What follows belongs to an exercise in optimizing a design on an open flow for small area, a short achievable clock period and few clock cycles per item; a production flow would make more cautious choices.
No activity file was given, so power comes from the tool's default toggle rates.

==> exp/raven <==
==> flow/design.v <==
package ppt_pkg;
	localparam int N_CPUS_DEF     = 16;
	localparam int DEPTH_BITS_DEF = 8;
	localparam int ACT_W  = 3;
	localparam int CPU_W  = 4;
	localparam int TICK_W = 64;
	localparam int STAT_W = 2;
	localparam int CFG_W  = 5;
	localparam logic [ACT_W-1:0] ACT_DISABLE = 3'd0;
	localparam logic [ACT_W-1:0] ACT_ENABLE  = 3'd1;
	localparam logic [ACT_W-1:0] ACT_TICK    = 3'd2;
	localparam logic [ACT_W-1:0] ACT_SLEEP   = 3'd3;
	localparam logic [ACT_W-1:0] ACT_WAKE    = 3'd4;
	localparam logic [ACT_W-1:0] ACT_QUERY   = 3'd5;
	localparam logic [STAT_W-1:0] ST_OK           = 2'd0;
	localparam logic [STAT_W-1:0] ST_RANGE        = 2'd1;
	localparam logic [STAT_W-1:0] ST_NOT_DISABLED = 2'd2;
	localparam logic [STAT_W-1:0] ST_SCHED_FAIL   = 2'd3;
	typedef struct packed {
		logic [STAT_W-1:0] status;
		logic              schedule_request;
		logic              is_preemptible;
		logic [TICK_W-1:0] tick_count;
		logic [TICK_W-1:0] switch_count;
	} ppt_out_t;
	typedef struct packed {
		logic b_load;    
		logic exec;      
		logic skid_v;    
		logic out_ld;    
	} ppt_cmd_t;
endpackage
module ppt_ctrl (
	input  logic              clk,
	input  logic              arst_n,
	input  logic              in_valid,
	output logic              in_ready,
	output logic              out_valid,
	input  logic              out_ready,
	output ppt_pkg::ppt_cmd_t cmd
);
	logic b_v_q;
	logic r_ok_q;
	logic skid_v_q;
	logic out_v_q;
	logic rdy_q;
	logic b_v_d;
	logic r_ok_d;
	logic skid_v_d;
	logic out_v_d;
	logic exec;
	logic b_load;
	logic out_ld;
	assign exec   = b_v_q && r_ok_q && !skid_v_q;
	assign b_load = !skid_v_q && (!b_v_q || r_ok_q);
	assign out_ld = !out_v_q || out_ready;
	assign b_v_d    = b_load ? in_valid : b_v_q;
	assign r_ok_d   = !skid_v_q;
	assign out_v_d  = out_ld ? (skid_v_q || exec) : out_v_q;
	assign skid_v_d = !out_ld && (skid_v_q || exec);
	always_ff @(posedge clk or negedge arst_n) begin
		if (!arst_n) begin
			b_v_q    <= 1'b0;
			r_ok_q   <= 1'b0;
			skid_v_q <= 1'b0;
			out_v_q  <= 1'b0;
			rdy_q    <= 1'b1;
		end else begin
			b_v_q    <= b_v_d;
			r_ok_q   <= r_ok_d;
			skid_v_q <= skid_v_d;
			out_v_q  <= out_v_d;
			rdy_q    <= !skid_v_d && (!b_v_d || r_ok_d);
		end
	end
	assign in_ready  = rdy_q;
	assign out_valid = out_v_q;
	assign cmd.b_load = rdy_q;
	assign cmd.exec   = exec;
	assign cmd.skid_v = skid_v_q;
	assign cmd.out_ld = out_ld && (exec || skid_v_q);
endmodule
module ppt_dp #(
	parameter int N_CPUS     = ppt_pkg::N_CPUS_DEF,
	parameter int DEPTH_BITS = ppt_pkg::DEPTH_BITS_DEF
) (
	input  logic                       clk,
	input  logic                       arst_n,
	input  logic                       cfg_wr_en,
	input  logic [ppt_pkg::CFG_W-1:0]  cfg_wr_data,
	input  logic [ppt_pkg::ACT_W-1:0]  in_action,
	input  logic [ppt_pkg::CPU_W-1:0]  in_cpu,
	input  logic [ppt_pkg::TICK_W-1:0] in_sleep_ticks,
	input  logic [ppt_pkg::TICK_W-1:0] in_wake_time,
	input  logic                       in_schedule_ok,
	output ppt_pkg::ppt_out_t          results_data,
	input  ppt_pkg::ppt_cmd_t          cmd
);
	localparam int TW = ppt_pkg::TICK_W;
	localparam int DW = DEPTH_BITS;
	localparam int AW = ppt_pkg::CPU_W;
	localparam int IW = ppt_pkg::CFG_W + 1;
	logic [ppt_pkg::ACT_W-1:0] b_act_q;
	logic [AW-1:0]             b_cpu_q;
	logic [TW-1:0]             b_op_q;
	logic                      b_sok_q;
	logic                      b_ok_q;
	logic [DW-1:0]             r_dp_q;
	logic [TW-1:0]             r_tk_q;
	logic [TW-1:0]             r_sw_q;
	logic                      pd_wr_q;
	logic                      pd_v_q;
	logic [AW-1:0]             pd_cpu_q;
	logic [TW-1:0]             pd_dl_q;
	logic [AW-1:0]             x_cpu_q;
	logic [ppt_pkg::STAT_W-1:0] x_stat_q;
	logic                      x_req_q;
	logic                      x_pe_q;
	logic [ppt_pkg::CFG_W-1:0] cpus_q;
	logic [N_CPUS-1:0]         vld_q;
	logic [N_CPUS-1:0]         slp_q;
	logic [DW-1:0]             dp_q [N_CPUS];
	logic [TW-1:0]             tk_q [N_CPUS];
	logic [TW-1:0]             sw_q [N_CPUS];
	logic [TW-1:0]             dl_q [N_CPUS];
	ppt_pkg::ppt_out_t         out_q;
	logic                      cfg_ok;
	logic [AW-1:0]             rd_cpu;
	logic                      byp;
	logic [DW-1:0]             rd_dp;
	logic [TW-1:0]             rd_tk;
	logic [TW-1:0]             rd_sw;
	logic [DW-1:0]             dp;
	logic                      sl;
	logic [TW-1:0]             tk;
	logic [TW-1:0]             sw;
	logic [N_CPUS-1:0]         le_d;
	logic [N_CPUS-1:0]         le_q;
	logic [N_CPUS-1:0]         le;
	logic [N_CPUS-1:0]         wsel;
	logic [DW-1:0]             n_dp;
	logic [TW-1:0]             n_tk;
	logic [TW-1:0]             n_sw;
	logic                      n_sl;
	logic [TW-1:0]             sum;
	logic                      sum_z;
	logic [ppt_pkg::STAT_W-1:0] stat;
	logic                      req;
	logic                      is_wake;
	logic                      is_sleep;
	logic                      upd;
	ppt_pkg::ppt_out_t         res;
	assign cfg_ok = cfg_wr_en && (cfg_wr_data != '0)
		&& (IW'(cfg_wr_data) <= IW'(N_CPUS));
	always_comb begin
		if (cmd.skid_v) begin
			rd_cpu = x_cpu_q;
		end else if (cmd.b_load) begin
			rd_cpu = in_cpu;
		end else begin
			rd_cpu = b_cpu_q;
		end
	end
	always_comb begin
		rd_dp = '0;
		rd_tk = '0;
		rd_sw = '0;
		for (int c = 0; c < N_CPUS; c++) begin
			if (vld_q[c] && (rd_cpu == AW'(c))) begin
				rd_dp = rd_dp | dp_q[c];
				rd_tk = rd_tk | tk_q[c];
				rd_sw = rd_sw | sw_q[c];
			end
		end
	end
	assign byp = cmd.exec && (in_cpu == b_cpu_q);
	always_ff @(posedge clk) begin
		if (cmd.b_load) begin
			b_act_q <= in_action;
			b_cpu_q <= in_cpu;
			b_op_q  <= (in_action == ppt_pkg::ACT_WAKE) ? in_wake_time : in_sleep_ticks;
			b_sok_q <= in_schedule_ok;
			b_ok_q  <= (IW'(in_cpu) < IW'(cpus_q));
		end
		r_dp_q <= byp ? n_dp : rd_dp;
		r_tk_q <= byp ? n_tk : rd_tk;
		r_sw_q <= byp ? n_sw : rd_sw;
	end
	assign is_wake  = (b_act_q == ppt_pkg::ACT_WAKE);
	assign is_sleep = (b_act_q == ppt_pkg::ACT_SLEEP);
	always_comb begin
		sl = 1'b0;
		for (int c = 0; c < N_CPUS; c++) begin
			if (b_cpu_q == AW'(c)) begin
				sl = sl | slp_q[c];
			end
		end
	end
	assign dp = r_dp_q;
	assign tk = r_tk_q;
	assign sw = r_sw_q;
	function automatic logic le_fn(input logic [TW-1:0] a, input logic [TW-1:0] b);
		logic [TW-1:0] g;
		logic [TW-1:0] p;
		g = b & ~a;
		p = b | ~a;
		for (int w = 1; w < TW; w = w * 2) begin
			for (int i = 0; i + w < TW; i = i + 2 * w) begin
				g[i] = g[i+w] | (p[i+w] & g[i]);
				p[i] = p[i+w] & p[i];
			end
		end
		le_fn = g[0] | p[0];
	endfunction
	always_comb begin
		for (int c = 0; c < N_CPUS; c++) begin
			le_d[c] = le_fn(dl_q[c], in_wake_time);
		end
		if (pd_wr_q) begin
			le_d[pd_cpu_q] = le_fn(pd_dl_q, in_wake_time);
		end
	end
	always_ff @(posedge clk) begin
		if (cmd.b_load) begin
			le_q <= le_d;
		end
	end
	always_comb begin
		le = le_q;
		if (pd_v_q) begin
			le[pd_cpu_q] = le_fn(pd_dl_q, b_op_q);
		end
	end
	assign sum = tk + b_op_q;
	always_comb begin
		sum_z = !(tk[0] ^ b_op_q[0]);
		for (int i = 1; i < TW; i++) begin
			sum_z = sum_z && ((tk[i] ^ b_op_q[i]) == (tk[i-1] | b_op_q[i-1]));
		end
	end
	always_comb begin
		n_dp = dp;
		n_tk = tk;
		n_sw = sw;
		n_sl = sl;
		stat = ppt_pkg::ST_OK;
		req  = 1'b0;
		case (b_act_q)
			ppt_pkg::ACT_DISABLE: begin
				if (b_ok_q && (dp != '1)) begin
					n_dp = dp + DW'(1);
				end
			end
			ppt_pkg::ACT_ENABLE: begin
				if (!b_ok_q) begin
					stat = ppt_pkg::ST_RANGE;
				end else if (dp == '0) begin
					stat = ppt_pkg::ST_NOT_DISABLED;
				end else begin
					n_dp = dp - DW'(1);
				end
			end
			ppt_pkg::ACT_TICK: begin
				if (!b_ok_q) begin
					stat = ppt_pkg::ST_RANGE;
				end else begin
					n_tk = tk + TW'(1);
					if ((dp == '0) && !sl) begin
						req = 1'b1;
						if (b_sok_q) begin
							n_sw = sw + TW'(1);
						end else begin
							stat = ppt_pkg::ST_SCHED_FAIL;
						end
					end
				end
			end
			ppt_pkg::ACT_SLEEP: begin
				if (!b_ok_q) begin
					stat = ppt_pkg::ST_RANGE;
				end else begin
					n_sl = !sum_z;
				end
			end
			ppt_pkg::ACT_WAKE: begin
				n_sl = sl && !le[b_cpu_q];
			end
			default: begin
			end
		endcase
	end
	always_comb begin
		res.status           = stat;
		res.schedule_request = req;
		res.is_preemptible   = b_ok_q && (n_dp == '0) && !n_sl;
		res.tick_count       = n_tk;
		res.switch_count     = n_sw;
	end
	assign upd = cmd.exec && b_ok_q && !b_act_q[2];
	always_comb begin
		for (int c = 0; c < N_CPUS; c++) begin
			wsel[c] = upd && (b_cpu_q == AW'(c));
		end
	end
	always_ff @(posedge clk) begin
		if (cmd.exec) begin
			x_cpu_q  <= b_cpu_q;
			x_stat_q <= res.status;
			x_req_q  <= res.schedule_request;
			x_pe_q   <= res.is_preemptible;
		end
		for (int c = 0; c < N_CPUS; c++) begin
			if (wsel[c]) begin
				dp_q[c] <= n_dp;
				tk_q[c] <= n_tk;
				sw_q[c] <= n_sw;
			end
			if (pd_wr_q && (pd_cpu_q == AW'(c))) begin
				dl_q[c] <= pd_dl_q;
			end
		end
		if (upd && is_sleep) begin
			pd_dl_q  <= sum;
			pd_cpu_q <= b_cpu_q;
		end
	end
	always_ff @(posedge clk or negedge arst_n) begin
		if (!arst_n) begin
			pd_wr_q <= 1'b0;
			pd_v_q  <= 1'b0;
		end else begin
			pd_wr_q <= upd && is_sleep;
			if (cmd.exec) begin
				pd_v_q <= upd && is_sleep;
			end
		end
	end
	always_ff @(posedge clk or negedge arst_n) begin
		if (!arst_n) begin
			cpus_q <= ppt_pkg::CFG_W'(1);
			vld_q  <= '0;
			slp_q  <= '0;
		end else if (cfg_ok) begin
			cpus_q <= cfg_wr_data;
			vld_q  <= '0;
			slp_q  <= '0;
		end else begin
			for (int c = 0; c < N_CPUS; c++) begin
				if (wsel[c]) begin
					vld_q[c] <= 1'b1;
				end
				if (cmd.exec && is_wake) begin
					slp_q[c] <= slp_q[c] && !le[c];
				end else if (wsel[c] && is_sleep) begin
					slp_q[c] <= !sum_z;
				end
			end
		end
	end
	always_ff @(posedge clk) begin
		if (cmd.out_ld) begin
			if (cmd.skid_v) begin
				out_q.status           <= x_stat_q;
				out_q.schedule_request <= x_req_q;
				out_q.is_preemptible   <= x_pe_q;
				out_q.tick_count       <= rd_tk;
				out_q.switch_count     <= rd_sw;
			end else begin
				out_q <= res;
			end
		end
	end
	assign results_data = out_q;
endmodule
module per_cpu_preemption_tracker #(
	parameter int N_CPUS     = ppt_pkg::N_CPUS_DEF,
	parameter int DEPTH_BITS = ppt_pkg::DEPTH_BITS_DEF
) (
	input  logic                      clk,
	input  logic                      arst_n,
	input  logic                      cfg_wr_en,
	input  logic [ppt_pkg::CFG_W-1:0] cfg_wr_data,
	input  logic                      in_valid,
	output logic                      in_ready,
	input  logic [ppt_pkg::ACT_W-1:0] in_action,
	input  logic [ppt_pkg::CPU_W-1:0] in_cpu,
	input  logic [ppt_pkg::TICK_W-1:0] in_sleep_ticks,
	input  logic [ppt_pkg::TICK_W-1:0] in_wake_time,
	input  logic                      in_schedule_ok,
	output logic                      out_valid,
	input  logic                      out_ready,
	output logic [ppt_pkg::STAT_W-1:0] out_status,
	output logic                      out_sched_req,
	output logic                      out_preemptible,
	output logic [ppt_pkg::TICK_W-1:0] out_tick_count,
	output logic [ppt_pkg::TICK_W-1:0] out_switch_count
);
	ppt_pkg::ppt_out_t results_data;
	ppt_pkg::ppt_cmd_t cmd;
	assign out_status       = results_data.status;
	assign out_sched_req    = results_data.schedule_request;
	assign out_preemptible  = results_data.is_preemptible;
	assign out_tick_count   = results_data.tick_count;
	assign out_switch_count = results_data.switch_count;
	ppt_ctrl u_ctrl (
		.clk       (clk),
		.arst_n    (arst_n),
		.in_valid  (in_valid),
		.in_ready  (in_ready),
		.out_valid (out_valid),
		.out_ready (out_ready),
		.cmd       (cmd)
	);
	ppt_dp #(
		.N_CPUS     (N_CPUS),
		.DEPTH_BITS (DEPTH_BITS)
	) u_dp (
		.clk            (clk),
		.arst_n         (arst_n),
		.cfg_wr_en      (cfg_wr_en),
		.cfg_wr_data    (cfg_wr_data),
		.in_action      (in_action),
		.in_cpu         (in_cpu),
		.in_sleep_ticks (in_sleep_ticks),
		.in_wake_time   (in_wake_time),
		.in_schedule_ok (in_schedule_ok),
		.results_data   (results_data),
		.cmd            (cmd)
	);
endmodule
==> flow/run.sh <==
#!/bin/bash
# synth_recipe.tcl (not shown) runs the flow's synth.tcl, then flattens the netlist and writes it again
# the make line also repeats each setting of config.mk as NAME=value (left out here)
make -C /OpenROAD-flow-scripts/flow DESIGN_CONFIG=/design/flow/config.mk WORK_HOME=/design/flow/orfs CLKGATE_MAP_FILE= SYNTH_SCRIPT=/design/flow/synth_recipe.tcl finish
==> flow/config.mk <==
export PLATFORM = sky130hd
export DESIGN_NAME = per_cpu_preemption_tracker
export DESIGN_NICKNAME = per_cpu_preemption_tracker
export VERILOG_FILES = /design/flow/design.v
export SDC_FILE = /design/flow/constraint.sdc
export NUM_CORES = 4
export LEC_CHECK = 0
export CAP_MARGIN = 20
export CORE_MARGIN = 2
export CORE_UTILIZATION = 55
export SETUP_SLACK_MARGIN = 4.5
export SLEW_MARGIN = 20
==> flow/constraint.sdc <==
create_clock -name core_clock -period 8.0 [get_ports {clk}]
set_input_delay 1.6000 -clock core_clock [delete_from_list [all_inputs] [get_ports {clk}]]
set_output_delay 1.6000 -clock core_clock [all_outputs]
set_load 0.01 [all_outputs]
==> exp/lagoon (differences from exp/raven) <==
--- a/flow/design.v
+++ b/flow/design.v
@@ -26,2 +26,3 @@
 	typedef struct packed {
+		logic a_load;    
 		logic b_load;    
@@ -41,2 +42,3 @@
 );
+	logic a_v_q;
 	logic b_v_q;
@@ -46,2 +48,3 @@
 	logic rdy_q;
+	logic a_v_d;
 	logic b_v_d;
@@ -56,3 +59,4 @@
 	assign out_ld = !out_v_q || out_ready;
-	assign b_v_d    = b_load ? in_valid : b_v_q;
+	assign a_v_d    = rdy_q ? in_valid : a_v_q;
+	assign b_v_d    = b_load ? a_v_q : b_v_q;
 	assign r_ok_d   = !skid_v_q;
@@ -62,2 +66,3 @@
 		if (!arst_n) begin
+			a_v_q    <= 1'b0;
 			b_v_q    <= 1'b0;
@@ -68,2 +73,3 @@
 		end else begin
+			a_v_q    <= a_v_d;
 			b_v_q    <= b_v_d;
@@ -72,3 +78,3 @@
 			out_v_q  <= out_v_d;
-			rdy_q    <= !skid_v_d && (!b_v_d || r_ok_d);
+			rdy_q    <= !a_v_d || (!skid_v_d && (!b_v_d || r_ok_d));
 		end
@@ -77,3 +83,4 @@
 	assign out_valid = out_v_q;
-	assign cmd.b_load = rdy_q;
+	assign cmd.a_load = rdy_q;
+	assign cmd.b_load = b_load;
 	assign cmd.exec   = exec;
@@ -102,2 +109,7 @@
 	localparam int IW = ppt_pkg::CFG_W + 1;
+	logic [ppt_pkg::ACT_W-1:0] a_act_q;
+	logic [AW-1:0]             a_cpu_q;
+	logic [TW-1:0]             a_slp_q;
+	logic [TW-1:0]             a_now_q;
+	logic                      a_sok_q;
 	logic [ppt_pkg::ACT_W-1:0] b_act_q;
@@ -107,9 +119,5 @@
 	logic                      b_ok_q;
-	logic [DW-1:0]             r_dp_q;
+	logic                      b_byp_q;
 	logic [TW-1:0]             r_tk_q;
 	logic [TW-1:0]             r_sw_q;
-	logic                      pd_wr_q;
-	logic                      pd_v_q;
-	logic [AW-1:0]             pd_cpu_q;
-	logic [TW-1:0]             pd_dl_q;
 	logic [AW-1:0]             x_cpu_q;
@@ -128,4 +136,2 @@
 	logic [AW-1:0]             rd_cpu;
-	logic                      byp;
-	logic [DW-1:0]             rd_dp;
 	logic [TW-1:0]             rd_tk;
@@ -136,4 +142,2 @@
 	logic [TW-1:0]             sw;
-	logic [N_CPUS-1:0]         le_d;
-	logic [N_CPUS-1:0]         le_q;
 	logic [N_CPUS-1:0]         le;
@@ -154,2 +158,11 @@
 		&& (IW'(cfg_wr_data) <= IW'(N_CPUS));
+	always_ff @(posedge clk) begin
+		if (cmd.a_load) begin
+			a_act_q <= in_action;
+			a_cpu_q <= in_cpu;
+			a_slp_q <= in_sleep_ticks;
+			a_now_q <= in_wake_time;
+			a_sok_q <= in_schedule_ok;
+		end
+	end
 	always_comb begin
@@ -158,3 +171,3 @@
 		end else if (cmd.b_load) begin
-			rd_cpu = in_cpu;
+			rd_cpu = a_cpu_q;
 		end else begin
@@ -164,3 +177,2 @@
 	always_comb begin
-		rd_dp = '0;
 		rd_tk = '0;
@@ -169,3 +181,2 @@
 			if (vld_q[c] && (rd_cpu == AW'(c))) begin
-				rd_dp = rd_dp | dp_q[c];
 				rd_tk = rd_tk | tk_q[c];
@@ -175,14 +186,13 @@
 	end
-	assign byp = cmd.exec && (in_cpu == b_cpu_q);
 	always_ff @(posedge clk) begin
 		if (cmd.b_load) begin
-			b_act_q <= in_action;
-			b_cpu_q <= in_cpu;
-			b_op_q  <= (in_action == ppt_pkg::ACT_WAKE) ? in_wake_time : in_sleep_ticks;
-			b_sok_q <= in_schedule_ok;
-			b_ok_q  <= (IW'(in_cpu) < IW'(cpus_q));
-		end
-		r_dp_q <= byp ? n_dp : rd_dp;
-		r_tk_q <= byp ? n_tk : rd_tk;
-		r_sw_q <= byp ? n_sw : rd_sw;
+			b_act_q <= a_act_q;
+			b_cpu_q <= a_cpu_q;
+			b_op_q  <= (a_act_q == ppt_pkg::ACT_WAKE) ? a_now_q : a_slp_q;
+			b_sok_q <= a_sok_q;
+			b_ok_q  <= (IW'(a_cpu_q) < IW'(cpus_q));
+		end
+		r_tk_q  <= rd_tk;
+		r_sw_q  <= rd_sw;
+		b_byp_q <= cmd.exec && (a_cpu_q == b_cpu_q);
 	end
@@ -191,4 +201,8 @@
 	always_comb begin
+		dp = '0;
 		sl = 1'b0;
 		for (int c = 0; c < N_CPUS; c++) begin
+			if (vld_q[c] && (b_cpu_q == AW'(c))) begin
+				dp = dp | dp_q[c];
+			end
 			if (b_cpu_q == AW'(c)) begin
@@ -198,35 +212,17 @@
 	end
-	assign dp = r_dp_q;
-	assign tk = r_tk_q;
-	assign sw = r_sw_q;
-	function automatic logic le_fn(input logic [TW-1:0] a, input logic [TW-1:0] b);
+	assign tk = b_byp_q ? out_q.tick_count : r_tk_q;
+	assign sw = b_byp_q ? out_q.switch_count : r_sw_q;
+	always_comb begin
 		logic [TW-1:0] g;
 		logic [TW-1:0] p;
-		g = b & ~a;
-		p = b | ~a;
-		for (int w = 1; w < TW; w = w * 2) begin
-			for (int i = 0; i + w < TW; i = i + 2 * w) begin
-				g[i] = g[i+w] | (p[i+w] & g[i]);
-				p[i] = p[i+w] & p[i];
-			end
-		end
-		le_fn = g[0] | p[0];
-	endfunction
-	always_comb begin
 		for (int c = 0; c < N_CPUS; c++) begin
-			le_d[c] = le_fn(dl_q[c], in_wake_time);
-		end
-		if (pd_wr_q) begin
-			le_d[pd_cpu_q] = le_fn(pd_dl_q, in_wake_time);
-		end
-	end
-	always_ff @(posedge clk) begin
-		if (cmd.b_load) begin
-			le_q <= le_d;
-		end
-	end
-	always_comb begin
-		le = le_q;
-		if (pd_v_q) begin
-			le[pd_cpu_q] = le_fn(pd_dl_q, b_op_q);
+			g = b_op_q & ~dl_q[c];
+			p = b_op_q | ~dl_q[c];
+			for (int w = 1; w < TW; w = w * 2) begin
+				for (int i = 0; i + w < TW; i = i + 2 * w) begin
+					g[i] = g[i+w] | (p[i+w] & g[i]);
+					p[i] = p[i+w] & p[i];
+				end
+			end
+			le[c] = g[0] | p[0];
 		end
@@ -317,19 +313,4 @@
 			end
-			if (pd_wr_q && (pd_cpu_q == AW'(c))) begin
-				dl_q[c] <= pd_dl_q;
-			end
-		end
-		if (upd && is_sleep) begin
-			pd_dl_q  <= sum;
-			pd_cpu_q <= b_cpu_q;
-		end
-	end
-	always_ff @(posedge clk or negedge arst_n) begin
-		if (!arst_n) begin
-			pd_wr_q <= 1'b0;
-			pd_v_q  <= 1'b0;
-		end else begin
-			pd_wr_q <= upd && is_sleep;
-			if (cmd.exec) begin
-				pd_v_q <= upd && is_sleep;
+			if (wsel[c] && is_sleep) begin
+				dl_q[c] <= sum;
 			end
--- a/flow/config.mk
+++ b/flow/config.mk
@@ -9,4 +9,4 @@
 export CORE_MARGIN = 2
-export CORE_UTILIZATION = 55
-export SETUP_SLACK_MARGIN = 4.5
+export CORE_UTILIZATION = 40
+export SETUP_SLACK_MARGIN = 4
 export SLEW_MARGIN = 20
==> comparison table <==
| quantity | exp/raven | exp/lagoon |
|---|---|---|
| Status | no timing/DRC/antenna violations | no timing/DRC/antenna violations |
| Worst relative slew slack | 0.2349 | 0.2111 |
| Data arrival time of the worst path | 4.87 ns | 5.15 ns |
| Seq. cell area | 108900 um2 | 110200 um2 |
| Number of iterations in the first detailed-routing pass | 7 | 9 |
| Setup Buffers After CTS | 427 | 385 |
| Well-tap cell count | 3705 | 5038 |
| Post-route non-filler standard cell count | 15474 | 16881 |
| Post-synth cell types | 91 | 94 |
| Area share of buffers outside the clock network | 0.06812 | 0.07010 |
| Total Power | 50.44 mW | 67.17 mW |
| Die footprint | 282200 um2 | 387700 um2 |
| Net count reported at finish | 11716 | 11785 |
No functional check of the RTL was part of any run of this note.

==> separate check: timing with driven ports <==
The flow's constraints put no driver on any port. The routed layouts listed below were extracted and timed again, unchanged, in two steps. Step 1 assumes that a clkbuf_16 drives the clock port and a buf_2 every other input. Step 2 times the ports against the registers' clock, not the clock port: input delays grow and output delays shrink by t, the midpoint of the rising clock arrivals with the driver on. Three values: ideal ports, drivers, drivers and shift; two values: the first two.
run	t, ns	slack for setup (ns)	worst setup path after step 2	slew at the worst register clock pin (ns)	cell pins on the clock port's net
exp/raven	1.059	3.915 / 3.942 / 2.882	input to register	0.07 / 0.07	1
exp/lagoon	1.095	3.573 / 3.573 / 3.573	register to register	0.07 / 0.07	1
After both steps setup and hold are still met in every run listed. The setup slack of exp/raven, which loses most, moves by +0.027 ns with the drivers and by -1.033 ns with both steps.
